This design comes from an exercise in tuning for small area, a short achievable clock period and few clock cycles per item on the open sky130 flow, not from production work. Only simulation tests tie the RTL to the original design; equivalence was not proved. Power figures rest on the tool's default switching activity, not on a simulated workload.

## flow/design.v (module list and top-level ports; edited modules follow where they fit)
// module array_mul_top: 1971 lines
// module mul_fa: 4 lines
// module mul_ha: 4 lines
module array_mul_top (
   input  logic        clk,
   input  logic        arst_n,
   input  logic        in_valid,
   input  logic        para_mode,
   input  logic [15:0] a,
   input  logic [15:0] b,
   output logic        out_valid,
   output logic [31:0] p
);
  // ...
==> flow/flow/run.sh <==
#!/bin/bash
# Own layout flow: the standard flow (standard.sh, unchanged synthesis and steps), with the
# port buffers that global placement inserts made of sky130_fd_sc_hd__buf_2 instead of the
# cell buffer_ports picks by default. make's full output goes to orfs_make.log here; each
# ORFS step also keeps its own log under orfs/logs/.
set -euo pipefail
bash standard.sh "BUFFER_PORTS_ARGS=-buffer_cell sky130_fd_sc_hd__buf_2" finish > orfs_make.log 2>&1
==> flow/standard.sh <==
#!/bin/bash
# synth_recipe.tcl (not shown) runs the flow's synth.tcl, then flattens the netlist and writes it again
# the make line also repeats each setting of config.mk as NAME=value (left out here)
make -C /OpenROAD-flow-scripts/flow DESIGN_CONFIG=/design/flow/config.mk WORK_HOME=/design/flow/orfs CLKGATE_MAP_FILE= SYNTH_SCRIPT=/design/flow/synth_recipe.tcl "${@:-finish}"
==> flow/config.mk <==
export PLATFORM = sky130hd
export DESIGN_NAME = array_mul_top
export DESIGN_NICKNAME = array_mul_top
export VERILOG_FILES = /design/flow/design.v
export SDC_FILE = /design/flow/constraint.sdc
export NUM_CORES = 4
export LEC_CHECK = 0
export CAP_MARGIN = 20
export CORE_MARGIN = 2
export CORE_UTILIZATION = 40
export SETUP_SLACK_MARGIN = 3.0
export SLEW_MARGIN = 20
export SYNTH_HIERARCHICAL = 1
export SYNTH_MINIMUM_KEEP_SIZE = 0
==> flow/constraint.sdc <==
create_clock -name core_clock -period 6.0 [get_ports {clk}]
set_input_delay 1.2000 -clock core_clock [delete_from_list [all_inputs] [get_ports {clk}]]
set_output_delay 1.2000 -clock core_clock [all_outputs]
set_load 0.01 [all_outputs]
==> metrics.md, run 1 <==
| Metric | Value |
|---|---|
| Run status | finished clean |
| Number of buffers inserted to repair setup after CTS | 19 |
| ClkCell Share | 0.0541 |
| Global-route wire length before repair | ~36000 um |
| Number of enable-type register cells in the synthesized netlist | 0 |
| Routed wire length on met2 | roughly 11000 um |
| Fin. Hold Viols | 0 |
| Power Internal | 0.00351 W |
| Most common cell after layout, fill and taps aside | nand2_1 |
| Gr busiest metal | met2 |
| Proportion of total power due to net switching | 0.386 |
| Core utilization of the finished layout | 0.479 |
| Number of buffer and inverter stages on the critical path | 2 |
| Std-Cell Rows | 58 |
| Final RePlAce weighted congestion | 0.820 |
| Type of element capturing the critical path | register |
| Met3 track utilization from global routing | 0.0412 |
| Shortest clock period the worst path allows after layout | roughly 3000 ps |
| Remaining antenna violation count after routing | 0 |
| Dominant kind of cell | multi-input gates |
| Internal reg-to-reg setup slack | ~3000 ps |
| CTS tree | yes |
| Share of the synthesized netlist area taken by xor and xnor gates | 0.0197 |
| Per-instance average area after synthesis | between 10 and 15 um2 |
| Synthesis Warnings | 7 |
| Kind of start point of the critical path | input pin |
Testbench counts, summed over its fixed seeds: cycles 4,008, items 4,000.
==> inputs of run 2 (changes only) <==
--- a/flow/config.mk
+++ b/flow/config.mk
@@ -8,7 +8,7 @@
 export CAP_MARGIN = 20
 export CORE_MARGIN = 2
 export CORE_UTILIZATION = 40
-export SETUP_SLACK_MARGIN = 3.0
+export SETUP_SLACK_MARGIN = 3.1
 export SLEW_MARGIN = 20
 export SYNTH_HIERARCHICAL = 1
 export SYNTH_MINIMUM_KEEP_SIZE = 0
==> run 2 against run 1 <==
Net effect:
- critical endpoint is now cg25_q2
- combinational power increased by 5%
- highest routed layer unchanged
- register-to-register slack improved by 20 ps
- first-iteration DRC count decreased by 12%
==> metrics.md, run 2 <==
| Metric | Value |
|---|---|
| DRC violation count after routing | 0 |
| Sequential cell area fraction in the yosys report | 0.319 |
| Most common cell after layout, fill and taps aside | nand2_1 |
| Crit share post-route | 0.495 |
| Routed length per instance | around 17 um |
| Number of buffers added by the clock tree synthesis step | 17 |
| Maximum capacitance violations | 0 |
| Routed WL | 22300 um |
| Number of buffer and inverter stages on the critical path | 0 (-2) |
| Shortest clock period the worst path allows after layout | 2970 ps (-24.0 ps) |
| Crit path required time | 6330 ps |
| Number of clock sinks seen by CTS | approximately 160 |
| Path class of the lowest-slack min-delay path | reg2reg |
| Final Slew Violations | 0 |
| Most common library cells after synthesis | nand2_1, fa_1, dfxtp_1 |
| Final RePlAce weighted congestion | 0.830 (+1.3%) |
| Core Footprint | ~25000 um2 |
| Cell-by-cell listing of the critical path | fa_1 -> fa_2 -> fa_2 -> fa_2 -> ha_4 -> a21o_1 -> a21o_1 -> a21o_1 |
| HPWL after detailed placement | between 15000 and 20000 um |
| Synthesized instance count | approximately 890 |
| Die ar. | roughly 27000 um2 |
| Top_reg_cell synth | dfxtp_1 |
| Slowest cell on the critical path | fa_1 |
| Total global routing overflow | 0 |
| Fin nets | between 1000 and 1500 |
| Global-route wire length before repair | 36400 um (+0.69%) |
| Max rail drop VDD | roughly 0.28 mV |
| Maximum level of the CTS H-tree | 4 |
| Synthesis Warnings | 7 (unchanged) |
| Number of buffers inserted for hold repair after clock tree synthesis | 0 |
| Launching instance or port of the critical path | fs84_q1 |
| Vias per Instance | approximately 4.9 |
| Power per unit of standard cell area | between 400 and 500 nW/um2 |
| Max FFs per register | 2 |
| Count of final setup violators | 0 |
| Number of I/O port buffers | 68 |
| DRC violation total after the first TritonRoute iteration | 337 |
| Area Overhead vs Synth | 21.8% |
| Worst path arrival time | around 3300 ps |
| Run status | finished clean |
| Per-instance average area after synthesis | 11.5 um2 (unchanged) |
| Kind of critical path | reg2reg |
| Cell variety after synth | 32 |
| CTS Buffer Depth | 2 |
| Longest individual stage delay on the worst path | roughly 570 ps |
| Fraction of final layout cells sized beyond drive strength 1 | 0.351 |
| Clk Tree Root Cell | clkbuf_16 |
| Crit Reg-Reg Startpoint | fs84_q1 |
| Cell with the most instances after synthesis | nand2_1 |
| Kind of start point of the critical path | register |
| Beginning of the worst hold path | p0_q1 |
| Cell family with most CP delay | adder cells |
| Effective utilization at floorplan | 0.406 |
| Total inserted antenna cells | 0 |
| Number of vias in the routed layout | around 6300 |
| Crit-path max FO | 2 |
| Type of element capturing the critical path | register |
| Peak Freq | between 0.3 and 0.4 GHz |
| Std-Cell Rows | 58 (unchanged) |
| Reg with most FFs | vld |
| CTS tree | yes |
| Die boundary height | ~160 um |
| Maximum number of pins on one net before global-route repair | 21 |
| Number of antenna violations at the first check in global routing | 0 |
| Setup_tns | 0 ps |
| Post-synthesis async set-or-reset flop share | 0.0123 |
| Area share of the largest cell type after synthesis | 0.416 |
| Post-synthesis instance area | slightly above 10000 um2 |
| Setup WS pre-CTS | a little over 2000 ps |
| Remaining antenna violation count after routing | 0 (unchanged) |
| Final Skew | around 11 ps |
| Fin. Hold Viols | 0 (unchanged) |
| Unrepaired setup endpoints after global routing | true |
| Leakage power of the design | roughly 4.6 nW |
| Cell taking the most area after synthesis | fa_1 |
| Length of the first detailed-routing pass in iterations | 7 |
| Number of flip-flops and latches in the synthesized netlist | 162 |
| FILL cells | 2253 |
| Count of boundary I/O pins | between 60 and 70 |
| Clock-pin slew on the worst setup and hold paths | 70 ps |
| Commonest non-fill, non-tap cells in the layout | nand2_1, dfxtp_1, fa_1 |
| Cell types occupying the most area after synthesis | fa_1, dfxtp_1, nand2_1 |
| Number of enable-type register cells in the synthesized netlist | 0 (unchanged) |
| Worst-skew pair later-pin latency | roughly 440 ps |
| Total routing usage reported by global routing | 0.180 |
| Setup ws final | 3030 ps |
| Number of global-route vias before repair | around 7000 |
| Die X-Extent | 164 um |
## run 2: kinds of logic after synthesis
kind of cell | share of synthesized area
other cells | 0.000368
buf+inv | 0.0511
xor+xnor | 0.0197
flops | 0.319
compound gates | 0.0346
simple gates | 0.120
fa+ha+maj | 0.455
## run 2: per-module statistics from Yosys (local to each module, per instance)
| module | copies in the design | cell area, um2 | flip-flops and latches |
|---|---|---|---|
| array_mul_top | 1 | 6000 | 162 |
| mul_fa | 210 | 20.0 | 0 |
## run 2: final cells by class
type	instances	area [um2]	area share
clock buffers	17	425	0.0342
clock inverters	15	199	0.0160
inverters	11	41.3	0.00332
multi-input cells	633	7080	0.570
flip-flops and latches	162	3260	0.262
well taps	330	413	0.0332
repair buffers	120	1000	0.0808
## run 2: final timing paths
path	slack [ps]	cells past startpoint	to
max in group asynchronous	5370	1	vld[0]
max	3030	8	cg25_q2
max reg2reg	3030	8	cg25_q2
min	330	0	p0_q2
min in group asynchronous	540	1	vld[1]
min reg2reg	330	0	p0_q2
## run 2: power breakdown
group          internal (W)  total [W]  switching, W  leakage (nW)
Sequential          0.00148    0.00163      0.000154          1.36
Combinational       0.00154    0.00308       0.00154          2.91
Clock              0.000575    0.00112      0.000541         0.301
Total               0.00359    0.00582       0.00223          4.58
## run 2: routing by layer
layer,wire [um],GRT usage,share of wire,up-vias
met5,0,0,0,-
met4,359,0.0582,0.016,0
met3,1630,0.0485,0.073,27
met2,10800,0.290,0.48,254
met1,9490,0.238,0.43,3237
li1,-,-,-,2786
## run 2: what timing repair did
item | 4_1_cts | 5_1_grt
hold endpoints to repair | 0 | 0
endpoints found under the setup margin | 77 | 41
buffers inserted | 26 | 25
resized for setup | 90 | 66
gates cloned | 1 | 0
pin swaps | 37 | 40
## run 2: per-stage QoR
step | cell area, um2 | power [W] | cells | hold WS, ps | utilization
after floorplan | 10900 | 0.00386 | 902 | 310 | -
after global placement | 10800 | 0.00431 | 1204 | 314 | 0.431
after detailed placement | 10800 | 0.00435 | 1204 | 313 | 0.431
after CTS | 12000 | 0.00578 | 1263 | 330 | 0.477
after global routing | 12400 | 0.00641 | 1288 | 345 | 0.495
final | 12400 | 0.00582 | 1288 | 328 | 0.495
==> inputs of run 3 (changes only) <==
==> flow/flow/run.sh (replaced) <==
#!/bin/bash
# Own layout flow: the standard flow (standard.sh, unchanged steps) with three changes:
# port buffers of sky130_fd_sc_hd__buf_2, the delay cells (clkdlybuf4s*, dlygate*, dlymetal*)
# added to the platform's don't-use list so that repair uses plain buffers, and CTS without
# dummy loads. make's full output goes to orfs_make.log here; each ORFS step also keeps its
# own log under orfs/logs/.
set -euo pipefail
bash standard.sh "BUFFER_PORTS_ARGS=-buffer_cell sky130_fd_sc_hd__buf_1" \
  "DONT_USE_CELLS=sky130_fd_sc_hd__probe_p_8 sky130_fd_sc_hd__probec_p_8 sky130_fd_sc_hd__lpflow_bleeder_1 sky130_fd_sc_hd__lpflow_clkbufkapwr_1 sky130_fd_sc_hd__lpflow_clkbufkapwr_16 sky130_fd_sc_hd__lpflow_clkbufkapwr_2 sky130_fd_sc_hd__lpflow_clkbufkapwr_4 sky130_fd_sc_hd__lpflow_clkbufkapwr_8 sky130_fd_sc_hd__lpflow_clkinvkapwr_1 sky130_fd_sc_hd__lpflow_clkinvkapwr_16 sky130_fd_sc_hd__lpflow_clkinvkapwr_2 sky130_fd_sc_hd__lpflow_clkinvkapwr_4 sky130_fd_sc_hd__lpflow_clkinvkapwr_8 sky130_fd_sc_hd__lpflow_decapkapwr_12 sky130_fd_sc_hd__lpflow_decapkapwr_3 sky130_fd_sc_hd__lpflow_decapkapwr_4 sky130_fd_sc_hd__lpflow_decapkapwr_6 sky130_fd_sc_hd__lpflow_decapkapwr_8 sky130_fd_sc_hd__lpflow_inputiso0n_1 sky130_fd_sc_hd__lpflow_inputiso0p_1 sky130_fd_sc_hd__lpflow_inputiso1n_1 sky130_fd_sc_hd__lpflow_inputiso1p_1 sky130_fd_sc_hd__lpflow_inputisolatch_1 sky130_fd_sc_hd__lpflow_isobufsrc_1 sky130_fd_sc_hd__lpflow_isobufsrc_16 sky130_fd_sc_hd__lpflow_isobufsrc_2 sky130_fd_sc_hd__lpflow_isobufsrc_4 sky130_fd_sc_hd__lpflow_isobufsrc_8 sky130_fd_sc_hd__lpflow_isobufsrckapwr_16 sky130_fd_sc_hd__lpflow_lsbuf_lh_hl_isowell_tap_1 sky130_fd_sc_hd__lpflow_lsbuf_lh_hl_isowell_tap_2 sky130_fd_sc_hd__lpflow_lsbuf_lh_hl_isowell_tap_4 sky130_fd_sc_hd__lpflow_lsbuf_lh_isowell_4 sky130_fd_sc_hd__lpflow_lsbuf_lh_isowell_tap_1 sky130_fd_sc_hd__lpflow_lsbuf_lh_isowell_tap_2 sky130_fd_sc_hd__lpflow_lsbuf_lh_isowell_tap_4  sky130_fd_sc_hd__clkdlybuf4s15_1 sky130_fd_sc_hd__clkdlybuf4s15_2 sky130_fd_sc_hd__clkdlybuf4s18_1 sky130_fd_sc_hd__clkdlybuf4s18_2 sky130_fd_sc_hd__clkdlybuf4s25_1 sky130_fd_sc_hd__clkdlybuf4s25_2 sky130_fd_sc_hd__clkdlybuf4s50_1 sky130_fd_sc_hd__clkdlybuf4s50_2 sky130_fd_sc_hd__dlygate4sd1_1 sky130_fd_sc_hd__dlygate4sd2_1 sky130_fd_sc_hd__dlygate4sd3_1 sky130_fd_sc_hd__dlymetal6s2s_1 sky130_fd_sc_hd__dlymetal6s4s_1 sky130_fd_sc_hd__dlymetal6s6s_1" \
  "CTS_ARGS=-sink_clustering_enable -repair_clock_nets -dont_use_dummy_load" \
  finish > orfs_make.log 2>&1
--- a/flow/config.mk
+++ b/flow/config.mk
@@ -8,7 +8,7 @@
 export CAP_MARGIN = 20
 export CORE_MARGIN = 2
 export CORE_UTILIZATION = 40
-export SETUP_SLACK_MARGIN = 3.1
+export SETUP_SLACK_MARGIN = 3.0
 export SLEW_MARGIN = 20
 export SYNTH_HIERARCHICAL = 1
 export SYNTH_MINIMUM_KEEP_SIZE = 0
==> run 3 against run 2 <==
Net effect:
- fmax shrank 0.81%
- clock skew grew 15 ps
- critical path type is now in2reg
- largest cell class unchanged
- worst setup slack lost 24 ps
- synthesized area is the same
- first-iteration DRC count grew 3.6%
- combinational power shrank 6%
- sequential power is essentially flat
==> metrics.md, run 3 <==
| Metric | Value |
|---|---|
| Run status | finished clean |
| Area share of the largest cell type after synthesis | 0.416 (unchanged) |
| Total global routing overflow | 0 (unchanged) |
| Kind of critical path | in2reg |
| Number of buffer and inverter stages on the critical path | 1 (+1) |
| Cell taking the most area after synthesis | fa_1 |
| Adder-Cell Fraction of Synth Area | 0.455 (unchanged) |
| Max rail drop VDD | 0.259 mV (-8.3%) |
| Crit share post-route | 0.499 (+0.00406) |
| Post-synthesis async set-or-reset flop share | 0.0123 (unchanged) |
| Number of global-route vias before repair | 6791 (-3.4%) |
| Share of the synthesized area in compound gates (AO/OA/AOI/OAI) | 0.0346 (unchanged) |
| Part of the total power dissipated in sequential elements | 0.303 (+0.023) |
| Number of buffers added by the clock tree synthesis step | 17 (unchanged) |
| Post-synthesis mux area share | 0 (unchanged) |
| Cell count of the worst hold path | 0 (unchanged) |
| Crit-path max FO | 9 (+7) |
| Final Slew Violations | 0 (unchanged) |
| Kind of start point of the critical path | input pin |
| Setup ws final | 3010 ps (-24.3 ps) |
| Maximum capacitance violations | 0 (unchanged) |
| Count of boundary I/O pins | 69 (unchanged) |
| Total inserted antenna cells | 0 (unchanged) |
| Proportion of total power due to net switching | 0.378 (-0.00456) |
| Clock share of power | 0.163 (-0.029) |
| Type of element capturing the critical path | register |
| Cell-by-cell listing of the critical path | clkbuf_4 -> nor2b_4 -> nand2_2 -> fa_1 -> fa_1 -> fa_2 |
| Sequential cell area fraction in the yosys report | 0.319 (unchanged) |
| Number of vias in the routed layout | 6163 (-2.2%) |
| Number of enable-type register cells in the synthesized netlist | 0 (unchanged) |
| Launching instance or port of the critical path | a[15] |
| Final RePlAce weighted congestion | 0.885 (+6.6%) |
| Total routing usage reported by global routing | 0.179 (-0.00102) |
| Cell with the most instances after synthesis | nand2_1 |
| Length of the first detailed-routing pass in iterations | 5 (-2) |
| Longest individual stage delay on the worst path | 620 ps (+50 ps) |
| Worst-skew pair later-pin latency | 440 ps (about the same) |
| Share of the synthesized netlist area taken by xor and xnor gates | 0.0197 (unchanged) |
| Number of clock sinks seen by CTS | 162 (unchanged) |
| HPWL after detailed placement | 16300 um (+0.83%) |
| Power per unit of standard cell area | 461 nW/um2 (-1.6%) |
| Effective utilization at floorplan | 0.406 (unchanged) |
| Area Overhead vs Synth | 14.5% |
| Setup WS pre-CTS | 1910 ps (-168 ps) |
| Number of buffers inserted for hold repair after clock tree synthesis | 0 (unchanged) |
| Crit Reg-Reg Startpoint | fs86_q1 |
| FILL cells | 2312 (+2.6%) |
| Reg with most FFs | vld |
| Std-Cell Rows | 58 (unchanged) |
| Core Footprint | 25100 um2 (unchanged) |
| Path class of the lowest-slack min-delay path | reg2reg |
| Remaining antenna violation count after routing | 0 (unchanged) |
| Fin. Hold Viols | 0 (unchanged) |
| Most common cell after layout, fill and taps aside | nand2_1 |
| Max FFs per register | 2 (unchanged) |
| Beginning of the worst hold path | p0_q1 |
| Dominant combinational cell family by area after synthesis | adder cells |
| DRC violation count after routing | 0 (unchanged) |
| Power Internal | 0.00335 W (-6.8%) |
| Unrepaired setup endpoints after global routing | true |
| Slowest cell on the critical path | fa_1 |
| Crit path required time | 6360 ps (+30 ps) |
| CTS tree | yes |
| Cell variety after synth | 32 (unchanged) |
| Routed WL | 22000 um (-1.4%) |
| Most frequent CP cell | fa_1 |
| Final Skew | 26.3 ps (+14.9 ps) |
| Die ar. | 26800 um2 (unchanged) |
| Post-synthesis share of cell area spent on and, or, nand and nor gates | 0.120 (unchanged) |
| Peak Freq | 0.334 GHz (-0.81%) |
| Maximum number of pins on one net before global-route repair | 21 (unchanged) |
| Fraction of final layout cells sized beyond drive strength 1 | 0.233 (-0.118) |
| Number of flip-flops and latches in the synthesized netlist | 162 (unchanged) |
| Most common library cells after synthesis | nand2_1, fa_1, dfxtp_1 |
| Leakage power of the design | 4.19 nW (-8.4%) |
| Maximum level of the CTS H-tree | 4 (unchanged) |
| Routed length per instance | 17.3 um (+0.35%) |
| Number of I/O port buffers | 68 (unchanged) |
| Number of antenna violations at the first check in global routing | 0 (unchanged) |
| Per-instance average area after synthesis | 11.5 um2 (unchanged) |
| Setup_tns | 0 ps (unchanged) |
| CTS Buffer Depth | 2 (unchanged) |
| Top_reg_cell synth | dfxtp_1 |
| Vias per Instance | 4.87 (-0.54%) |
| Cell family with most CP delay | adder cells |
| Shortest clock period the worst path allows after layout | 2990 ps (+24.3 ps) |
| Post-synthesis instance area | 10200 um2 (unchanged) |
| Logic gate share of total power | 0.535 (+0.007) |
| Cell types occupying the most area after synthesis | fa_1, dfxtp_1, nand2_1 |
| DRC violation total after the first TritonRoute iteration | 349 (+3.6%) |
| Clock-pin slew on the worst setup and hold paths | 50 ps (-20 ps) |
| Commonest non-fill, non-tap cells in the layout | nand2_1, dfxtp_1, fa_1 |
| Sw Pwr | 0.00204 W (-8.5%) |
| Worst path arrival time | 3350 ps (+50 ps) |
| Die X-Extent | 164 um (unchanged) |
| Fin nets | 1218 (-0.57%) |
| Global-route wire length before repair | 36000 um (-1.1%) |
| Number of cell instances on the worst register-to-register path | 8 (unchanged) |
| Synthesized instance count | 888 (unchanged) |
| Die boundary height | 164 um (unchanged) |
| Synthesis Warnings | 7 (unchanged) |
| Count of final setup violators | 0 (unchanged) |
| CP Depth | 6 (-2) |
| Clk Tree Root Cell | clkbuf_16 |
-- run 3: cell counts after synthesis --
No cell type changed its count.
-- run 3: per-stage QoR --
step	utilization	instance area (um2)	std cells	total power, W	hold WS (ps)
3_3_place_gp	0.425	10700	1207	0.00424	313
5_1_grt	0.465	11700	1266	0.00593	331
3_5_place_dp	0.425	10700	1207	0.00430	312
6_report	0.465	11700	1266	0.00539	325
2_1_floorplan	-	11000	902	0.00384	310
4_1_cts	0.457	11500	1243	0.00538	327
-- run 3: worst reg2reg max path, cell delays in order, from the launching register on --
cell and delay, ps:
dfxtp_2 320, fa_1 560, fa_2 460, fa_2 380
fa_2 500, ha_4 180, a21o_1 160, a21o_1 160
a21o_1 170
-- run 3: repair_timing --
item                       4_1_cts  5_1_grt
setup buffers                   19       23
resized for setup               91       45
pin swaps                       10       23
setup endpoints to repair       96       36
-- run 3: final cells by class --
class / count / area (um2) / share of cell area
tap: 330 / 413 / 0.0353
multi-input combinational: 633 / 6940 / 0.594
timing repair buffer: 113 / 607 / 0.0519
inverter: 11 / 41.3 / 0.00353
sequential: 162 / 3260 / 0.279
clock buffer: 17 / 425 / 0.0364
-- run 3: power groups by stage --
stage / Sequential, W / Combinational [W] / Clock [W]
2_1_floorplan: 0.00161 / 0.00223 / 0
4_1_cts: 0.00163 / 0.00284 / 0.000906
6_report: 0.00163 / 0.00288 / 0.000878
5_1_grt: 0.00167 / 0.00332 / 0.000948
3_5_place_dp: 0.00165 / 0.00265 / 0
3_3_place_gp: 0.00164 / 0.00260 / 0
-- run 3: worst paths after layout --
kind                       endpoint  slack (ps)
hold / removal                p0_q2         330
setup reg to reg            cg25_q2        3020
min in group asynchronous    vld[1]         550
hold reg to reg               p0_q2         330
max in group asynchronous    vld[0]        5330
setup / recovery           fs100_q1        3010
-- run 3: kinds of logic (layout without fill, tap and decap cells) --
logic type	count (synthesis)	in the layout
AO/OA/AOI/OAI	50	50
other	1	15
adder cells (fa/ha/maj)	244	244
AND/OR/NAND/NOR	301	301
flip-flops	162	162
buffers and inverters	107	141
XOR/XNOR	23	23
-- run 3: per-module statistics from Yosys, one instance, submodules excluded --
| module | cell area, um2 | cells | flip-flops and latches |
|---|---|---|---|
| array_mul_top | 6000 | 678 | 162 |
| mul_fa | 20.0 | 1 | 0 |
-- run 3: layer usage --
metal | track usage | up-vias | wire (um)
met1 | 0.249 | 3137 | 9610
met5 | 0 | - | 0
met4 | 0.0570 | 0 | 448
li1 | - | 2755 | -
met3 | 0.0434 | 34 | 1660
met2 | 0.278 | 237 | 10200
==> inputs of run 4 (changes only) <==
--- a/flow/flow/run.sh
+++ b/flow/flow/run.sh
@@ -5,7 +5,7 @@
 # dummy loads. make's full output goes to orfs_make.log here; each ORFS step also keeps its
 # own log under orfs/logs/.
 set -euo pipefail
-bash standard.sh "BUFFER_PORTS_ARGS=-buffer_cell sky130_fd_sc_hd__buf_1" \
+bash standard.sh "BUFFER_PORTS_ARGS=-buffer_cell sky130_fd_sc_hd__buf_2" \
   "DONT_USE_CELLS=sky130_fd_sc_hd__probe_p_8 sky130_fd_sc_hd__probec_p_8 sky130_fd_sc_hd__lpflow_bleeder_1 sky130_fd_sc_hd__lpflow_clkbufkapwr_1 sky130_fd_sc_hd__lpflow_clkbufkapwr_16 sky130_fd_sc_hd__lpflow_clkbufkapwr_2 sky130_fd_sc_hd__lpflow_clkbufkapwr_4 sky130_fd_sc_hd__lpflow_clkbufkapwr_8 sky130_fd_sc_hd__lpflow_clkinvkapwr_1 sky130_fd_sc_hd__lpflow_clkinvkapwr_16 sky130_fd_sc_hd__lpflow_clkinvkapwr_2 sky130_fd_sc_hd__lpflow_clkinvkapwr_4 sky130_fd_sc_hd__lpflow_clkinvkapwr_8 sky130_fd_sc_hd__lpflow_decapkapwr_12 sky130_fd_sc_hd__lpflow_decapkapwr_3 sky130_fd_sc_hd__lpflow_decapkapwr_4 sky130_fd_sc_hd__lpflow_decapkapwr_6 sky130_fd_sc_hd__lpflow_decapkapwr_8 sky130_fd_sc_hd__lpflow_inputiso0n_1 sky130_fd_sc_hd__lpflow_inputiso0p_1 sky130_fd_sc_hd__lpflow_inputiso1n_1 sky130_fd_sc_hd__lpflow_inputiso1p_1 sky130_fd_sc_hd__lpflow_inputisolatch_1 sky130_fd_sc_hd__lpflow_isobufsrc_1 sky130_fd_sc_hd__lpflow_isobufsrc_16 sky130_fd_sc_hd__lpflow_isobufsrc_2 sky130_fd_sc_hd__lpflow_isobufsrc_4 sky130_fd_sc_hd__lpflow_isobufsrc_8 sky130_fd_sc_hd__lpflow_isobufsrckapwr_16 sky130_fd_sc_hd__lpflow_lsbuf_lh_hl_isowell_tap_1 sky130_fd_sc_hd__lpflow_lsbuf_lh_hl_isowell_tap_2 sky130_fd_sc_hd__lpflow_lsbuf_lh_hl_isowell_tap_4 sky130_fd_sc_hd__lpflow_lsbuf_lh_isowell_4 sky130_fd_sc_hd__lpflow_lsbuf_lh_isowell_tap_1 sky130_fd_sc_hd__lpflow_lsbuf_lh_isowell_tap_2 sky130_fd_sc_hd__lpflow_lsbuf_lh_isowell_tap_4  sky130_fd_sc_hd__clkdlybuf4s15_1 sky130_fd_sc_hd__clkdlybuf4s15_2 sky130_fd_sc_hd__clkdlybuf4s18_1 sky130_fd_sc_hd__clkdlybuf4s18_2 sky130_fd_sc_hd__clkdlybuf4s25_1 sky130_fd_sc_hd__clkdlybuf4s25_2 sky130_fd_sc_hd__clkdlybuf4s50_1 sky130_fd_sc_hd__clkdlybuf4s50_2 sky130_fd_sc_hd__dlygate4sd1_1 sky130_fd_sc_hd__dlygate4sd2_1 sky130_fd_sc_hd__dlygate4sd3_1 sky130_fd_sc_hd__dlymetal6s2s_1 sky130_fd_sc_hd__dlymetal6s4s_1 sky130_fd_sc_hd__dlymetal6s6s_1" \
   "CTS_ARGS=-sink_clustering_enable -repair_clock_nets -dont_use_dummy_load" \
   finish > orfs_make.log 2>&1
==> run 4 against run 3 <==
Net effect:
- clock power barely moved
- worst setup slack improved by 6.2 ps
- total power barely moved
- still clean
- synthesized cell count did not move
==> metrics.md, run 4 <==
| Metric | Value |
|---|---|
| Clk Tree Root Cell | clkbuf_16 |
| Routed length per instance | 17.1 um (-1.6%) |
| Post-synthesis async set-or-reset flop share | 0.0123 (unchanged) |
| Number of global-route vias before repair | 6730 (-0.90%) |
| Longest individual stage delay on the worst path | 560 ps (-60 ps) |
| Max FFs per register | 2 (unchanged) |
| Part of the total power dissipated in sequential elements | 0.301 (-0.002) |
| CTS Buffer Depth | 2 (unchanged) |
| Maximum level of the CTS H-tree | 4 (unchanged) |
| Most common library cells after synthesis | nand2_1, fa_1, dfxtp_1 |
| Maximum capacitance violations | 0 (unchanged) |
| Slowest cell on the critical path | fa_1 |
| Final Slew Violations | 0 (unchanged) |
| Die ar. | 26800 um2 (unchanged) |
| Internal reg-to-reg setup slack | 3030 ps (about the same) |
| Top_reg_cell synth | dfxtp_1 |
| Cell variety after synth | 32 (unchanged) |
| Reg with most FFs | vld |
| Share of the synthesized netlist area taken by xor and xnor gates | 0.0197 (unchanged) |
| Number of enable-type register cells in the synthesized netlist | 0 (unchanged) |
| Number of flip-flops and latches in the synthesized netlist | 162 (unchanged) |
| Commonest non-fill, non-tap cells in the layout | nand2_1, dfxtp_1, fa_1 |
| Fin. Hold Viols | 0 (unchanged) |
| Number of antenna violations at the first check in global routing | 0 (unchanged) |
| Per-instance average area after synthesis | 11.5 um2 (unchanged) |
| DRC violation count after routing | 0 (unchanged) |
| Type of element capturing the critical path | register |
| Remaining antenna violation count after routing | 0 (unchanged) |
| Cell types occupying the most area after synthesis | fa_1, dfxtp_1, nand2_1 |
| Total inserted antenna cells | 0 (unchanged) |
| Setup WS pre-CTS | 2140 ps (+229 ps) |
| Area Overhead vs Synth | 15.2% |
| Total global routing overflow | 0 (unchanged) |
| Logic gate share of total power | 0.536 (about the same) |
| Die X-Extent | 164 um (unchanged) |
| Unrepaired setup endpoints after global routing | true |
| Number of buffers added by the clock tree synthesis step | 17 (unchanged) |
| CTS tree | yes |
| Maximum number of pins on one net before global-route repair | 20 (-4.8%) |
| HPWL after detailed placement | 16000 um (-2.0%) |
| Most frequent CP cell | fa_1 |
| Dominant combinational cell family by area after synthesis | adder cells |
| Cell count of the worst hold path | 0 (unchanged) |
| Vias per Instance | 4.85 (-0.36%) |
| Setup ws final | 3010 ps (+6.23 ps) |
| Setup_tns | 0 ps (unchanged) |
| Worst hold margin | 323 ps (-2.07 ps) |
| Post-synthesis share of cell area spent on and, or, nand and nor gates | 0.120 (unchanged) |
| Sequential cell area fraction in the yosys report | 0.319 (unchanged) |
| Die boundary height | 164 um (unchanged) |
| Final Skew | 23.6 ps (-2.71 ps) |
| Met2 GRT Util | 0.270 (-0.00840) |
| Endpoint of the worst-slack reg-to-reg timing path | cg25_q2 |
| Std-Cell Rows | 58 (unchanged) |
| Number of clock sinks seen by CTS | 162 (unchanged) |
| Count of final setup violators | 0 (unchanged) |
| Leakage power of the design | 4.30 nW (+2.7%) |
| Proportion of total power due to net switching | 0.373 (-0.00488) |
| Cell taking the most area after synthesis | fa_1 |
| GR Layer Usage met1 | 0.244 (-0.00507) |
| Global-route wire length before repair | 35500 um (-1.6%) |
| Gr busiest metal | met2 |
| Beginning of the worst hold path | p0_q1 |
| Core Footprint | 25100 um2 (unchanged) |
| Cell family with most CP delay | adder cells |
| Crit share post-route | 0.498 (-0.00104) |
| Kind of critical path | in2reg |
| Synthesis Warnings | 7 (unchanged) |
| Kind of start point of the critical path | input pin |
| Worst-skew pair later-pin latency | 440 ps (about the same) |
| Power Internal | 0.00338 W (+0.87%) |
| Met3 track utilization from global routing | 0.0444 (+0.00101) |
| Area share of the largest cell type after synthesis | 0.416 (unchanged) |
| Run status | finished clean |
| Max rail drop VDD | 0.254 mV (-1.9%) |
| Fin nets | 1223 (+0.41%) |
| Count of boundary I/O pins | 69 (unchanged) |
| Number of cell instances on the worst register-to-register path | 8 (unchanged) |
| DP Area | 10800 um2 (+0.69%) |
| Worst Hold End | p0_q2 |
| Number of buffers inserted for hold repair after clock tree synthesis | 0 (unchanged) |
| Shortest clock period the worst path allows after layout | 2990 ps (-6.23 ps) |
| Crit-path max FO | 9 (unchanged) |
| Sw Pwr | 0.00201 W (-1.2%) |
| Cell with the most instances after synthesis | nand2_1 |
| Post-synthesis mux area share | 0 (unchanged) |
| Post-synthesis instance area | 10200 um2 (unchanged) |
| Final std cells w/o fill | 1271 (+0.39%) |
| Cell-by-cell listing of the critical path | clkbuf_4 -> nor2b_4 -> nand2_2 -> fa_1 -> fa_1 -> fa_1 |
| Adder-Cell Fraction of Synth Area | 0.455 (unchanged) |
| Effective utilization at floorplan | 0.406 (unchanged) |
| Length of the first detailed-routing pass in iterations | 4 (-1) |
| Number of vias in the routed layout | 6165 (+0.032%) |
| Synthesized instance count | 888 (unchanged) |
| Number of I/O port buffers | 68 (unchanged) |
| Power per unit of standard cell area | 459 nW/um2 (-0.52%) |
| Worst path arrival time | 3280 ps (-70 ps) |
| Routed WL | 21700 um (-1.2%) |
| DRC violation total after the first TritonRoute iteration | 331 (-5.2%) |
| Post-Place Cells | 1204 (-0.25%) |
| Most common cell after layout, fill and taps aside | nand2_1 |
| Number of buffer and inverter stages on the critical path | 1 (unchanged) |
| Clock share of power | 0.163 (about the same) |
| Clock-pin slew on the worst setup and hold paths | 50 ps (about the same) |
| Path class of the lowest-slack min-delay path | reg2reg |
| Share of the synthesized area in compound gates (AO/OA/AOI/OAI) | 0.0346 (unchanged) |
| Crit path required time | 6290 ps (-70 ps) |
| Peak Freq | 0.335 GHz (+0.21%) |
| Fraction of final layout cells sized beyond drive strength 1 | 0.274 (+0.0413) |
| Final RePlAce weighted congestion | 0.853 (-3.6%) |
| Crit Reg-Reg Startpoint | fs85_q1 |
| Final design area excluding fillers | 11800 um2 (+0.60%) |
| Total routing usage reported by global routing | 0.176 (-0.00332) |
run 4: changes by cell type in the layout (fill, tap and decap cells not counted), sizes merged:
| cell | delta |
|---|---|
| buf | +10 |
| clkbuf | -5 |
run 4: power groups by stage:
stage               clock network [W]  registers (W)  logic, W
finish                       0.000878        0.00162   0.00289
detailed placement                  0        0.00164   0.00269
global route                 0.000949        0.00166   0.00334
global placement                    0        0.00164   0.00264
floorplan                           0        0.00161   0.00223
CTS                          0.000910        0.00162   0.00286
run 4: cell type report:
cell class / instances / area (um2)
clock buffer: 17 / 425
fill: 2331 / 13400
inverter: 11 / 41.3
multi-input combinational: 633 / 6940
sequential: 162 / 3260
tap: 330 / 413
timing repair buffer: 118 / 681
run 4: cell families after synthesis:
family          count (synthesis)
simple gates                  301
fa+ha+maj                     244
flops                         162
buf+inv                       107
compound gates                 50
xor+xnor                       23
other cells                     1
run 4: worst max path at each step:
stage | slack (ps) | startpoint | cells after the start | to
after floorplan | 2770 | para_mode | 7 | fs75_q1
after global placement | 2130 | a[5] | 6 | fs100_q1
after detailed placement | 2140 | para_mode | 6 | fs100_q1
after CTS | 3000 | fs33_q1 | 9 | cg55_q2
after global routing | 2920 | fs34_q1 | 10 | sm13_q2
final | 3010 | a[5] | 6 | fs125_q1
run 4: repair_timing:
action | in CTS | in global routing
buffers inserted | 17 | 33
pin swaps | 12 | 17
setup endpoints to repair | 64 | 29
gates resized for setup | 48 | 36
run 4: metal layers:
metal  vias to the layer above  share of wire  wire (um)
li1                       2760              -          -
met1                      3154           0.44       9630
met2                       216           0.47      10200
met3                        35          0.066       1440
met4                         0          0.018        384
met5                         -              0          0
run 4: worst register-to-register path, delay by kind of cell, from the launching register on:
kind | cells | cell delay, ps
AOI/OAI and AO/OA | 3 | 480
adders and majority gates | 5 | 2090
DFF | 1 | 320
run 4: metrics by stage:
stage	power, W	util
2_1_floorplan	0.00384	-
3_3_place_gp	0.00427	0.428
3_5_place_dp	0.00433	0.428
4_1_cts	0.00539	0.457
5_1_grt	0.00595	0.468
6_report	0.00539	0.468
run 4: modules after synthesis (local to each module, per instance):
module,flops+latches,copies in the design
array_mul_top,162,1
mul_fa,0,210
==> inputs of run 5 (changes only) <==
--- a/flow/flow/run.sh
+++ b/flow/flow/run.sh
@@ -8,4 +8,4 @@
 bash standard.sh "BUFFER_PORTS_ARGS=-buffer_cell sky130_fd_sc_hd__buf_2" \
   "DONT_USE_CELLS=sky130_fd_sc_hd__probe_p_8 sky130_fd_sc_hd__probec_p_8 sky130_fd_sc_hd__lpflow_bleeder_1 sky130_fd_sc_hd__lpflow_clkbufkapwr_1 sky130_fd_sc_hd__lpflow_clkbufkapwr_16 sky130_fd_sc_hd__lpflow_clkbufkapwr_2 sky130_fd_sc_hd__lpflow_clkbufkapwr_4 sky130_fd_sc_hd__lpflow_clkbufkapwr_8 sky130_fd_sc_hd__lpflow_clkinvkapwr_1 sky130_fd_sc_hd__lpflow_clkinvkapwr_16 sky130_fd_sc_hd__lpflow_clkinvkapwr_2 sky130_fd_sc_hd__lpflow_clkinvkapwr_4 sky130_fd_sc_hd__lpflow_clkinvkapwr_8 sky130_fd_sc_hd__lpflow_decapkapwr_12 sky130_fd_sc_hd__lpflow_decapkapwr_3 sky130_fd_sc_hd__lpflow_decapkapwr_4 sky130_fd_sc_hd__lpflow_decapkapwr_6 sky130_fd_sc_hd__lpflow_decapkapwr_8 sky130_fd_sc_hd__lpflow_inputiso0n_1 sky130_fd_sc_hd__lpflow_inputiso0p_1 sky130_fd_sc_hd__lpflow_inputiso1n_1 sky130_fd_sc_hd__lpflow_inputiso1p_1 sky130_fd_sc_hd__lpflow_inputisolatch_1 sky130_fd_sc_hd__lpflow_isobufsrc_1 sky130_fd_sc_hd__lpflow_isobufsrc_16 sky130_fd_sc_hd__lpflow_isobufsrc_2 sky130_fd_sc_hd__lpflow_isobufsrc_4 sky130_fd_sc_hd__lpflow_isobufsrc_8 sky130_fd_sc_hd__lpflow_isobufsrckapwr_16 sky130_fd_sc_hd__lpflow_lsbuf_lh_hl_isowell_tap_1 sky130_fd_sc_hd__lpflow_lsbuf_lh_hl_isowell_tap_2 sky130_fd_sc_hd__lpflow_lsbuf_lh_hl_isowell_tap_4 sky130_fd_sc_hd__lpflow_lsbuf_lh_isowell_4 sky130_fd_sc_hd__lpflow_lsbuf_lh_isowell_tap_1 sky130_fd_sc_hd__lpflow_lsbuf_lh_isowell_tap_2 sky130_fd_sc_hd__lpflow_lsbuf_lh_isowell_tap_4  sky130_fd_sc_hd__clkdlybuf4s15_1 sky130_fd_sc_hd__clkdlybuf4s15_2 sky130_fd_sc_hd__clkdlybuf4s18_1 sky130_fd_sc_hd__clkdlybuf4s18_2 sky130_fd_sc_hd__clkdlybuf4s25_1 sky130_fd_sc_hd__clkdlybuf4s25_2 sky130_fd_sc_hd__clkdlybuf4s50_1 sky130_fd_sc_hd__clkdlybuf4s50_2 sky130_fd_sc_hd__dlygate4sd1_1 sky130_fd_sc_hd__dlygate4sd2_1 sky130_fd_sc_hd__dlygate4sd3_1 sky130_fd_sc_hd__dlymetal6s2s_1 sky130_fd_sc_hd__dlymetal6s4s_1 sky130_fd_sc_hd__dlymetal6s6s_1" \
   "CTS_ARGS=-sink_clustering_enable -repair_clock_nets -dont_use_dummy_load" \
-  finish > orfs_make.log 2>&1
+  "RECOVER_POWER=30" finish > orfs_make.log 2>&1
==> run 5 against run 4 <==
Net effect:
- still clean
- synthesized area is the same
- cell count stayed put
- via count shrank 0.13%
- die area unchanged
- clock skew about the same
- sequential power barely moved
- clock power hardly changed
- largest power group unchanged
==> metrics.md, run 5 <==
| Metric | Value |
|---|---|
| Power per unit of standard cell area | 458 nW/um2 (-0.20%) |
| Global-route wire length before repair | 35500 um (unchanged) |
| Routed WL | 21700 um (+0.23%) |
| Fin nets | 1223 (unchanged) |
| Number of vias in the routed layout | 6157 (-0.13%) |
| Commonest non-fill, non-tap cells in the layout | nand2_1, dfxtp_1, fa_1 |
| Worst-skew pair later-pin latency | 440 ps (about the same) |
| Worst relative slew slack | 0.231 |
| Worst-margin pin slew | 1150 ps |
| Cell count of the worst hold path | 0 (unchanged) |
| Number of buffers added by the clock tree synthesis step | 17 (unchanged) |
| Number of clock sinks seen by CTS | 162 (unchanged) |
| Final Slew Violations | 0 (unchanged) |
| Longest individual stage delay on the worst path | 830 ps (+270 ps) |
| Vias per Instance | 4.84 (-0.13%) |
| Clk Tree Root Cell | clkbuf_16 |
| Setup ws final | 2540 ps (-472 ps) |
| Fin. Hold Viols | 0 (unchanged) |
| Length of the first detailed-routing pass in iterations | 4 (unchanged) |
| DRC violation total after the first TritonRoute iteration | 334 (+0.91%) |
| Std-Cell Rows | 58 (unchanged) |
| Number of buffer and inverter stages on the critical path | 1 (unchanged) |
| Part of the total power dissipated in sequential elements | 0.303 (+0.002) |
| Run status | finished clean |
| Top_reg_cell synth | dfxtp_1 |
| Cell taking the most area after synthesis | fa_1 |
| Number of buffers inserted for hold repair after clock tree synthesis | 0 (unchanged) |
| Cell with the most instances after synthesis | nand2_1 |
| Number of enable-type register cells in the synthesized netlist | 0 (unchanged) |
| Total inserted antenna cells | 0 (unchanged) |
| Post-synthesis async set-or-reset flop share | 0.0123 (unchanged) |
| Setup_tns | 0 ps (unchanged) |
| Total routing usage reported by global routing | 0.176 (unchanged) |
| Total global routing overflow | 0 (unchanged) |
| Effective utilization at floorplan | 0.406 (unchanged) |
| Crit path required time | 6290 ps (about the same) |
| Number of cell instances on the worst register-to-register path | 8 (unchanged) |
| HPWL after detailed placement | 16000 um (unchanged) |
| Sw Pwr | 0.00201 W (-0.27%) |
| Unrepaired setup endpoints after global routing | true |
| Slowest cell on the critical path | clkbuf_1 |
| Kind of critical path | in2reg |
| Power Internal | 0.00336 W (-0.67%) |
| Post-synthesis instance area | 10200 um2 (unchanged) |
| Synthesized instance count | 888 (unchanged) |
| Total power of the final layout | 0.00537 W (-0.52%) |
| Final design area excluding fillers | 11700 um2 (-0.32%) |
| Setup WS pre-CTS | 2140 ps (unchanged) |
| Shortest clock period the worst path allows after layout | 3460 ps (+472 ps) |
| Clock-pin slew on the worst setup and hold paths | 50 ps (about the same) |
| Path class of the lowest-slack min-delay path | reg2reg |
| Max rail drop VDD | 0.254 mV (-0.25%) |
| CTS tree | yes |
| Cell variety after synth | 32 (unchanged) |
| Peak Freq | 0.289 GHz (-14%) |
| CP Depth | 5 (-1) |
| Die boundary height | 164 um (unchanged) |
| Worst path arrival time | 3750 ps (+470 ps) |
| Most common cell after layout, fill and taps aside | nand2_1 |
| Cell types occupying the most area after synthesis | fa_1, dfxtp_1, nand2_1 |
| Die ar. | 26800 um2 (unchanged) |
| Remaining antenna violation count after routing | 0 (unchanged) |
| Core Footprint | 25100 um2 (unchanged) |
| Number of flip-flops and latches in the synthesized netlist | 162 (unchanged) |
| Most common library cells after synthesis | nand2_1, fa_1, dfxtp_1 |
| Crit share post-route | 0.576 (+0.0787) |
| Count of boundary I/O pins | 69 (unchanged) |
| DRC violation count after routing | 0 (unchanged) |
| Max FFs per register | 2 (unchanged) |
| Leakage power of the design | 4.24 nW (-1.5%) |
| Reg with most FFs | vld |
| Fraction of final layout cells sized beyond drive strength 1 | 0.249 (-0.0255) |
| Kind of start point of the critical path | input pin |
| Proportion of total power due to net switching | 0.374 (+0.000929) |
| Number of global-route vias before repair | 6730 (unchanged) |
| DP Area | 10800 um2 (unchanged) |
| Most frequent CP cell | fa_1 |
| Final std cells w/o fill | 1271 (unchanged) |
| Count of final setup violators | 0 (unchanged) |
| Area Overhead vs Synth | 14.9% |
| Clock share of power | 0.164 (about the same) |
| Maximum level of the CTS H-tree | 4 (unchanged) |
| Die X-Extent | 164 um (unchanged) |
| Maximum number of pins on one net before global-route repair | 20 (unchanged) |
| Cell-by-cell listing of the critical path | clkbuf_1 -> nand2_1 -> fa_1 -> fa_1 -> fa_1 |
| Sequential cell area fraction in the yosys report | 0.319 (unchanged) |
| Routed length per instance | 17.1 um (+0.23%) |
| Cell family with most CP delay | adder cells |
| Per-instance average area after synthesis | 11.5 um2 (unchanged) |
| Synthesis Warnings | 7 (unchanged) |
| Post-Place Cells | 1204 (unchanged) |
| Final Skew | 23.6 ps (+0.0231 ps) |
| Maximum capacitance violations | 0 (unchanged) |
| Final RePlAce weighted congestion | 0.853 (unchanged) |
| Type of element capturing the critical path | register |
| Number of I/O port buffers | 68 (unchanged) |
| Crit-path max FO | 16 (+7) |
| Number of antenna violations at the first check in global routing | 0 (unchanged) |
| Logic gate share of total power | 0.534 (-0.002) |
| Area share of the largest cell type after synthesis | 0.416 (unchanged) |
| CTS Buffer Depth | 2 (unchanged) |
-- run 5: logic make-up after synthesis --
kind of cell    share of synthesized area
flops                               0.319
simple gates                        0.120
buf+inv                            0.0511
fa+ha+maj                           0.455
compound gates                     0.0346
xor+xnor                           0.0197
other cells                      0.000368
-- run 5: per-module statistics from Yosys (local to each module, per instance) --
module	cells inside	flops+latches
array_mul_top	678	162
mul_fa	1	0
-- run 5: path summary, 6_finish.rpt --
| kind | start | endpoint | slack (ps) |
|---|---|---|---|
| setup / recovery | b[9] | fs125_q1 | 2540 |
| min in group asynchronous | arst_n | vld[0] | 560 |
| hold / removal | p0_q1 | p0_q2 | 320 |
| max in group asynchronous | arst_n | vld[1] | 5310 |
| hold reg to reg | p0_q1 | p0_q2 | 320 |
| setup reg to reg | fs85_q1 | cg25_q2 | 3030 |
-- run 5: power groups by stage --
| stage | clock [W] | combinational [W] | sequential [W] |
|---|---|---|---|
| detailed placement | 0 | 0.00269 | 0.00164 |
| CTS | 0.000910 | 0.00286 | 0.00162 |
| global placement | 0 | 0.00264 | 0.00164 |
| global route | 0.000949 | 0.00330 | 0.00166 |
| floorplan | 0 | 0.00223 | 0.00161 |
| finish | 0.000878 | 0.00286 | 0.00163 |
-- run 5: layout make-up --
type / instances / area [um2]
fill: 2338 / 13400
multi-input combinational: 633 / 6930
sequential: 162 / 3260
timing repair buffer: 118 / 654
clock buffer: 17 / 425
tap: 330 / 413
inverter: 11 / 41.3
-- run 5: timing repair --
item                       in CTS  in global routing
hold endpoints to repair        0                  0
resized for setup              48                 36
gates cloned                    0                  0
setup buffers                  17                 33
pin swaps                      12                 17
setup endpoints to repair      64                 29
-- run 5: metrics by stage --
step,hold WS [ps],util
2_1_floorplan,310,-
3_3_place_gp,311,0.428
3_5_place_dp,312,0.428
4_1_cts,326,0.457
5_1_grt,332,0.467
6_report,323,0.467
-- run 5: layer usage --
| layer | up-vias | part of all wire | global-route usage | wire (um) |
|---|---|---|---|---|
| met2 | 211 | 0.47 | 0.270 | 10200 |
| met3 | 32 | 0.068 | 0.0444 | 1470 |
| met5 | - | 0 | 0 | 0 |
| met1 | 3154 | 0.45 | 0.244 | 9740 |
| li1 | 2760 | - | - | - |
| met4 | 0 | 0.017 | 0.0610 | 375 |
==> inputs of run 6 (changes only) <==
--- a/flow/flow/run.sh
+++ b/flow/flow/run.sh
@@ -8,4 +8,4 @@
 bash standard.sh "BUFFER_PORTS_ARGS=-buffer_cell sky130_fd_sc_hd__buf_2" \
   "DONT_USE_CELLS=sky130_fd_sc_hd__probe_p_8 sky130_fd_sc_hd__probec_p_8 sky130_fd_sc_hd__lpflow_bleeder_1 sky130_fd_sc_hd__lpflow_clkbufkapwr_1 sky130_fd_sc_hd__lpflow_clkbufkapwr_16 sky130_fd_sc_hd__lpflow_clkbufkapwr_2 sky130_fd_sc_hd__lpflow_clkbufkapwr_4 sky130_fd_sc_hd__lpflow_clkbufkapwr_8 sky130_fd_sc_hd__lpflow_clkinvkapwr_1 sky130_fd_sc_hd__lpflow_clkinvkapwr_16 sky130_fd_sc_hd__lpflow_clkinvkapwr_2 sky130_fd_sc_hd__lpflow_clkinvkapwr_4 sky130_fd_sc_hd__lpflow_clkinvkapwr_8 sky130_fd_sc_hd__lpflow_decapkapwr_12 sky130_fd_sc_hd__lpflow_decapkapwr_3 sky130_fd_sc_hd__lpflow_decapkapwr_4 sky130_fd_sc_hd__lpflow_decapkapwr_6 sky130_fd_sc_hd__lpflow_decapkapwr_8 sky130_fd_sc_hd__lpflow_inputiso0n_1 sky130_fd_sc_hd__lpflow_inputiso0p_1 sky130_fd_sc_hd__lpflow_inputiso1n_1 sky130_fd_sc_hd__lpflow_inputiso1p_1 sky130_fd_sc_hd__lpflow_inputisolatch_1 sky130_fd_sc_hd__lpflow_isobufsrc_1 sky130_fd_sc_hd__lpflow_isobufsrc_16 sky130_fd_sc_hd__lpflow_isobufsrc_2 sky130_fd_sc_hd__lpflow_isobufsrc_4 sky130_fd_sc_hd__lpflow_isobufsrc_8 sky130_fd_sc_hd__lpflow_isobufsrckapwr_16 sky130_fd_sc_hd__lpflow_lsbuf_lh_hl_isowell_tap_1 sky130_fd_sc_hd__lpflow_lsbuf_lh_hl_isowell_tap_2 sky130_fd_sc_hd__lpflow_lsbuf_lh_hl_isowell_tap_4 sky130_fd_sc_hd__lpflow_lsbuf_lh_isowell_4 sky130_fd_sc_hd__lpflow_lsbuf_lh_isowell_tap_1 sky130_fd_sc_hd__lpflow_lsbuf_lh_isowell_tap_2 sky130_fd_sc_hd__lpflow_lsbuf_lh_isowell_tap_4  sky130_fd_sc_hd__clkdlybuf4s15_1 sky130_fd_sc_hd__clkdlybuf4s15_2 sky130_fd_sc_hd__clkdlybuf4s18_1 sky130_fd_sc_hd__clkdlybuf4s18_2 sky130_fd_sc_hd__clkdlybuf4s25_1 sky130_fd_sc_hd__clkdlybuf4s25_2 sky130_fd_sc_hd__clkdlybuf4s50_1 sky130_fd_sc_hd__clkdlybuf4s50_2 sky130_fd_sc_hd__dlygate4sd1_1 sky130_fd_sc_hd__dlygate4sd2_1 sky130_fd_sc_hd__dlygate4sd3_1 sky130_fd_sc_hd__dlymetal6s2s_1 sky130_fd_sc_hd__dlymetal6s4s_1 sky130_fd_sc_hd__dlymetal6s6s_1" \
   "CTS_ARGS=-sink_clustering_enable -repair_clock_nets -dont_use_dummy_load" \
-  "RECOVER_POWER=30" finish > orfs_make.log 2>&1
+  "RECOVER_POWER=100" finish > orfs_make.log 2>&1
==> run 6 against run 5 <==
Net effect:
- sequential share of layout area grew 0.44 points
- non-clock buffer count unchanged
- combinational power is 8.0% lower
- synthesized cell count unchanged
- global-route usage unchanged
- critical path type unchanged
==> metrics.md, run 6 <==
| Metric | Value |
|---|---|
| Run status | finished clean |
| Die boundary height | 164 um (unchanged) |
| Total global routing overflow | 0 (unchanged) |
| Max rail drop VDD | 0.218 mV (-14%) |
| Peak Freq | 0.289 GHz (about the same) |
| Count of final setup violators | 0 (unchanged) |
| Post-synthesis async set-or-reset flop share | 0.0123 (unchanged) |
| Effective utilization at floorplan | 0.406 (unchanged) |
| Length of the first detailed-routing pass in iterations | 5 (+1) |
| Worst hold margin | 325 ps (+1.24 ps) |
| Count of boundary I/O pins | 69 (unchanged) |
| Number of clock sinks seen by CTS | 162 (unchanged) |
| Per-instance average area after synthesis | 11.5 um2 (unchanged) |
| Number of vias in the routed layout | 6168 (+0.18%) |
| Cell variety after synth | 32 (unchanged) |
| CTS tree | yes |
| HPWL after detailed placement | 16000 um (unchanged) |
| CTS Buffer Depth | 2 (unchanged) |
| Number of flip-flops and latches in the synthesized netlist | 162 (unchanged) |
| Maximum level of the CTS H-tree | 4 (unchanged) |
| Reg with most FFs | vld |
| Number of enable-type register cells in the synthesized netlist | 0 (unchanged) |
| Cell with the most instances after synthesis | nand2_1 |
| Area share of the largest cell type after synthesis | 0.416 (unchanged) |
| Number of I/O port buffers | 68 (unchanged) |
| Maximum number of pins on one net before global-route repair | 20 (unchanged) |
| Global-route wire length before repair | 35500 um (unchanged) |
| Total inserted antenna cells | 0 (unchanged) |
| Kind of critical path | in2reg |
| Worst-margin pin slew | 1100 ps (-54.3 ps) |
| Routed length per instance | 17.1 um (+0.17%) |
| Worst-skew pair later-pin latency | 440 ps (about the same) |
| Leakage power of the design | 4.19 nW (-1.1%) |
| Most common library cells after synthesis | nand2_1, fa_1, dfxtp_1 |
| Most common cell after layout, fill and taps aside | nand2_1 |
| Sequential cell area fraction in the yosys report | 0.319 (unchanged) |
| Fin. Hold Viols | 0 (unchanged) |
| Worst relative slew slack | 0.267 (+0.0362) |
| DRC violation total after the first TritonRoute iteration | 336 (+0.60%) |
| Die ar. | 26800 um2 (unchanged) |
| Fraction of final layout cells sized beyond drive strength 1 | 0.185 (-0.0638) |
| Power per unit of standard cell area | 445 nW/um2 (-2.9%) |
| Crit-path max FO | 16 (unchanged) |
| Post-synthesis instance area | 10200 um2 (unchanged) |
| Clk Tree Root Cell | clkbuf_16 |
| Crit share post-route | 0.576 (about the same) |
| Internal reg-to-reg setup slack | 2710 ps (-320 ps) |
| DRC violation count after routing | 0 (unchanged) |
| Routed WL | 21800 um (+0.17%) |
| Synthesized instance count | 888 (unchanged) |
| Worst path arrival time | 3750 ps (about the same) |
| Max FFs per register | 2 (unchanged) |
| Die X-Extent | 164 um (unchanged) |
| Number of antenna violations at the first check in global routing | 0 (unchanged) |
| Setup_tns | 0 ps (unchanged) |
| Remaining antenna violation count after routing | 0 (unchanged) |
| Area Overhead vs Synth | 13.0% |
| Final Slew Violations | 0 (unchanged) |
| Core Footprint | 25100 um2 (unchanged) |
| Crit path required time | 6290 ps (about the same) |
| Std-Cell Rows | 58 (unchanged) |
| Type of element capturing the critical path | register |
| Maximum capacitance violations | 0 (unchanged) |
| Kind of start point of the critical path | input pin |
| Total routing usage reported by global routing | 0.176 (unchanged) |
| Top_reg_cell synth | dfxtp_1 |
| Synthesis Warnings | 7 (unchanged) |
| DP Area | 10800 um2 (unchanged) |
| Clock-pin slew on the worst setup and hold paths | 50 ps (about the same) |
| Shortest clock period the worst path allows after layout | 3460 ps (-0.970 ps) |
| Final design area excluding fillers | 11500 um2 (-1.6%) |
| Final Skew | 23.5 ps (-0.112 ps) |
| Cell taking the most area after synthesis | fa_1 |
| Core utilization of the finished layout | 0.459 (-0.00747) |
| Unrepaired setup endpoints after global routing | true |
| Cell types occupying the most area after synthesis | fa_1, dfxtp_1, nand2_1 |
| Commonest non-fill, non-tap cells in the layout | nand2_1, fa_1, dfxtp_1 |
| Number of buffers added by the clock tree synthesis step | 17 (unchanged) |
| Number of global-route vias before repair | 6730 (unchanged) |
| Number of buffers inserted for hold repair after clock tree synthesis | 0 (unchanged) |
| Final RePlAce weighted congestion | 0.853 (unchanged) |
| Vias per Instance | 4.85 (+0.18%) |
| Fin nets | 1223 (unchanged) |
| Path class of the lowest-slack min-delay path | reg2reg |
## run 6: cell count changes in the layout (fill, tap and decap cells not counted), moves of 2 or more
cell	previous run	this run
ha_1	29	32
a21o_1	13	15
nand2_1	229	231
fa_2	71	38
ha_4	3	0
nand2_2	26	24
clkbuf_1	21	35
buf_2	54	40
and2_0	2	4
a21o_4	2	0
fa_1	141	174
## run 6: metal layers
layer	global-route usage	up-vias	wire (um)
li1	-	2762	-
met1	0.244	3149	9660
met2	0.270	229	10200
met3	0.0444	28	1580
met4	0.0610	0	374
met5	0	-	0
## run 6: power by group
group	leakage, nW	internal [W]	switching, W
Sequential	1.36	0.00148	0.000144
Clock	0.209	0.000491	0.000386
Combinational	2.62	0.00121	0.00141
## run 6: worst paths after layout
path | start | endpoint | depth (start not counted)
min in group asynchronous | arst_n | vld[0] | 1
min | p1_q1 | p1_q2 | 0
max | b[0] | hs3_q1 | 6
max in group asynchronous | arst_n | vld[1] | 1
max reg2reg | fs34_q1 | sm13_q2 | 10
min reg2reg | p1_q1 | p1_q2 | 0
## run 6: modules after synthesis, one instance, submodules excluded
module	area (um2)	copies in the design	cells inside	flops+latches
mul_fa	20.0	210	1	0
array_mul_top	6000	1	678	162
## run 6: per-stage QoR
step                      setup WS [ps]  total power, W  std cells
final                              2540         0.00513       1271
after global placement             2130         0.00427       1204
after detailed placement           2140         0.00433       1204
after global routing               2460         0.00567       1271
after CTS                          3000         0.00539       1238
after floorplan                    2770         0.00384        902
## run 6: repair_timing
| action | in CTS | in global routing |
|---|---|---|
| resized for setup | 48 | 36 |
| gates cloned | 0 | 0 |
| hold endpoints to repair | 0 | 0 |
| buffers inserted | 17 | 33 |
| endpoints found under the setup margin | 64 | 29 |
| pin swaps | 12 | 17 |
## run 6: kinds of logic (layout without fill, tap and decap cells)
kind of cell | after synthesis | after routing | share of synthesized area
and+or+nand+nor | 301 | 301 | 0.120
adders and majority gates | 244 | 244 | 0.455
DFF | 162 | 162 | 0.319
buffers and inverters | 107 | 146 | 0.0511
AOI/OAI and AO/OA | 50 | 50 | 0.0346
xor gates and xnor gates | 23 | 23 | 0.0197
other | 1 | 15 | 0.000368
## run 6: worst max-delay path, stage by stage
cell and delay [ps]:
clkbuf_1 630, nand2_1 160, fa_1 430, fa_1 430, fa_1 450, fa_1 430
## run 6: cell type report
| class | count | area, um2 |
|---|---|---|
| Sequential cell | 162 | 3260 |
| Multi-Input combinational cell | 633 | 6760 |
| Fill cell | 2377 | 13600 |
| Clock buffer | 17 | 425 |
| Inverter | 11 | 41.3 |
| Timing Repair Buffer | 118 | 637 |
| Tap cell | 330 | 413 |

static timing again, ports no longer ideal:
The flow's constraints put no driver on any port. The routed layouts listed below were extracted and timed again, unchanged, in two steps. Step 1: set_driving_cell puts a clkbuf_16 on clk and a buf_2 on each other input, an assumption about the parent block. Step 2 times the ports against the registers' clock, not the clock port: input delays grow and output delays shrink by t, the midpoint of the rising clock arrivals with the driver on. Slacks: no drivers / after step 1 / after step 2; pairs: no drivers / after step 1.
run	shift t [ns]	setup slack, ns	hold WS [ns]
run 1	0.474	3.008 / 2.993 / 2.519	0.323 / 0.323 / 0.323
run 2	0.482	3.032 / 2.990 / 2.534	0.328 / 0.328 / 0.328
run 3	0.469	3.007 / 3.017 / 2.549	0.325 / 0.325 / 0.325
run 4	0.468	3.013 / 3.011 / 2.543	0.323 / 0.323 / 0.323
run 5	0.468	2.541 / 2.546 / 2.078	0.323 / 0.323 / 0.323
run 6	0.467	2.542 / 2.561 / 2.094	0.325 / 0.325 / 0.325
After both steps setup and hold are still met in every run listed. For run 2, which loses most, drivers alone change the setup slack by -0.042 ns; drivers and shift together by -0.498 ns.
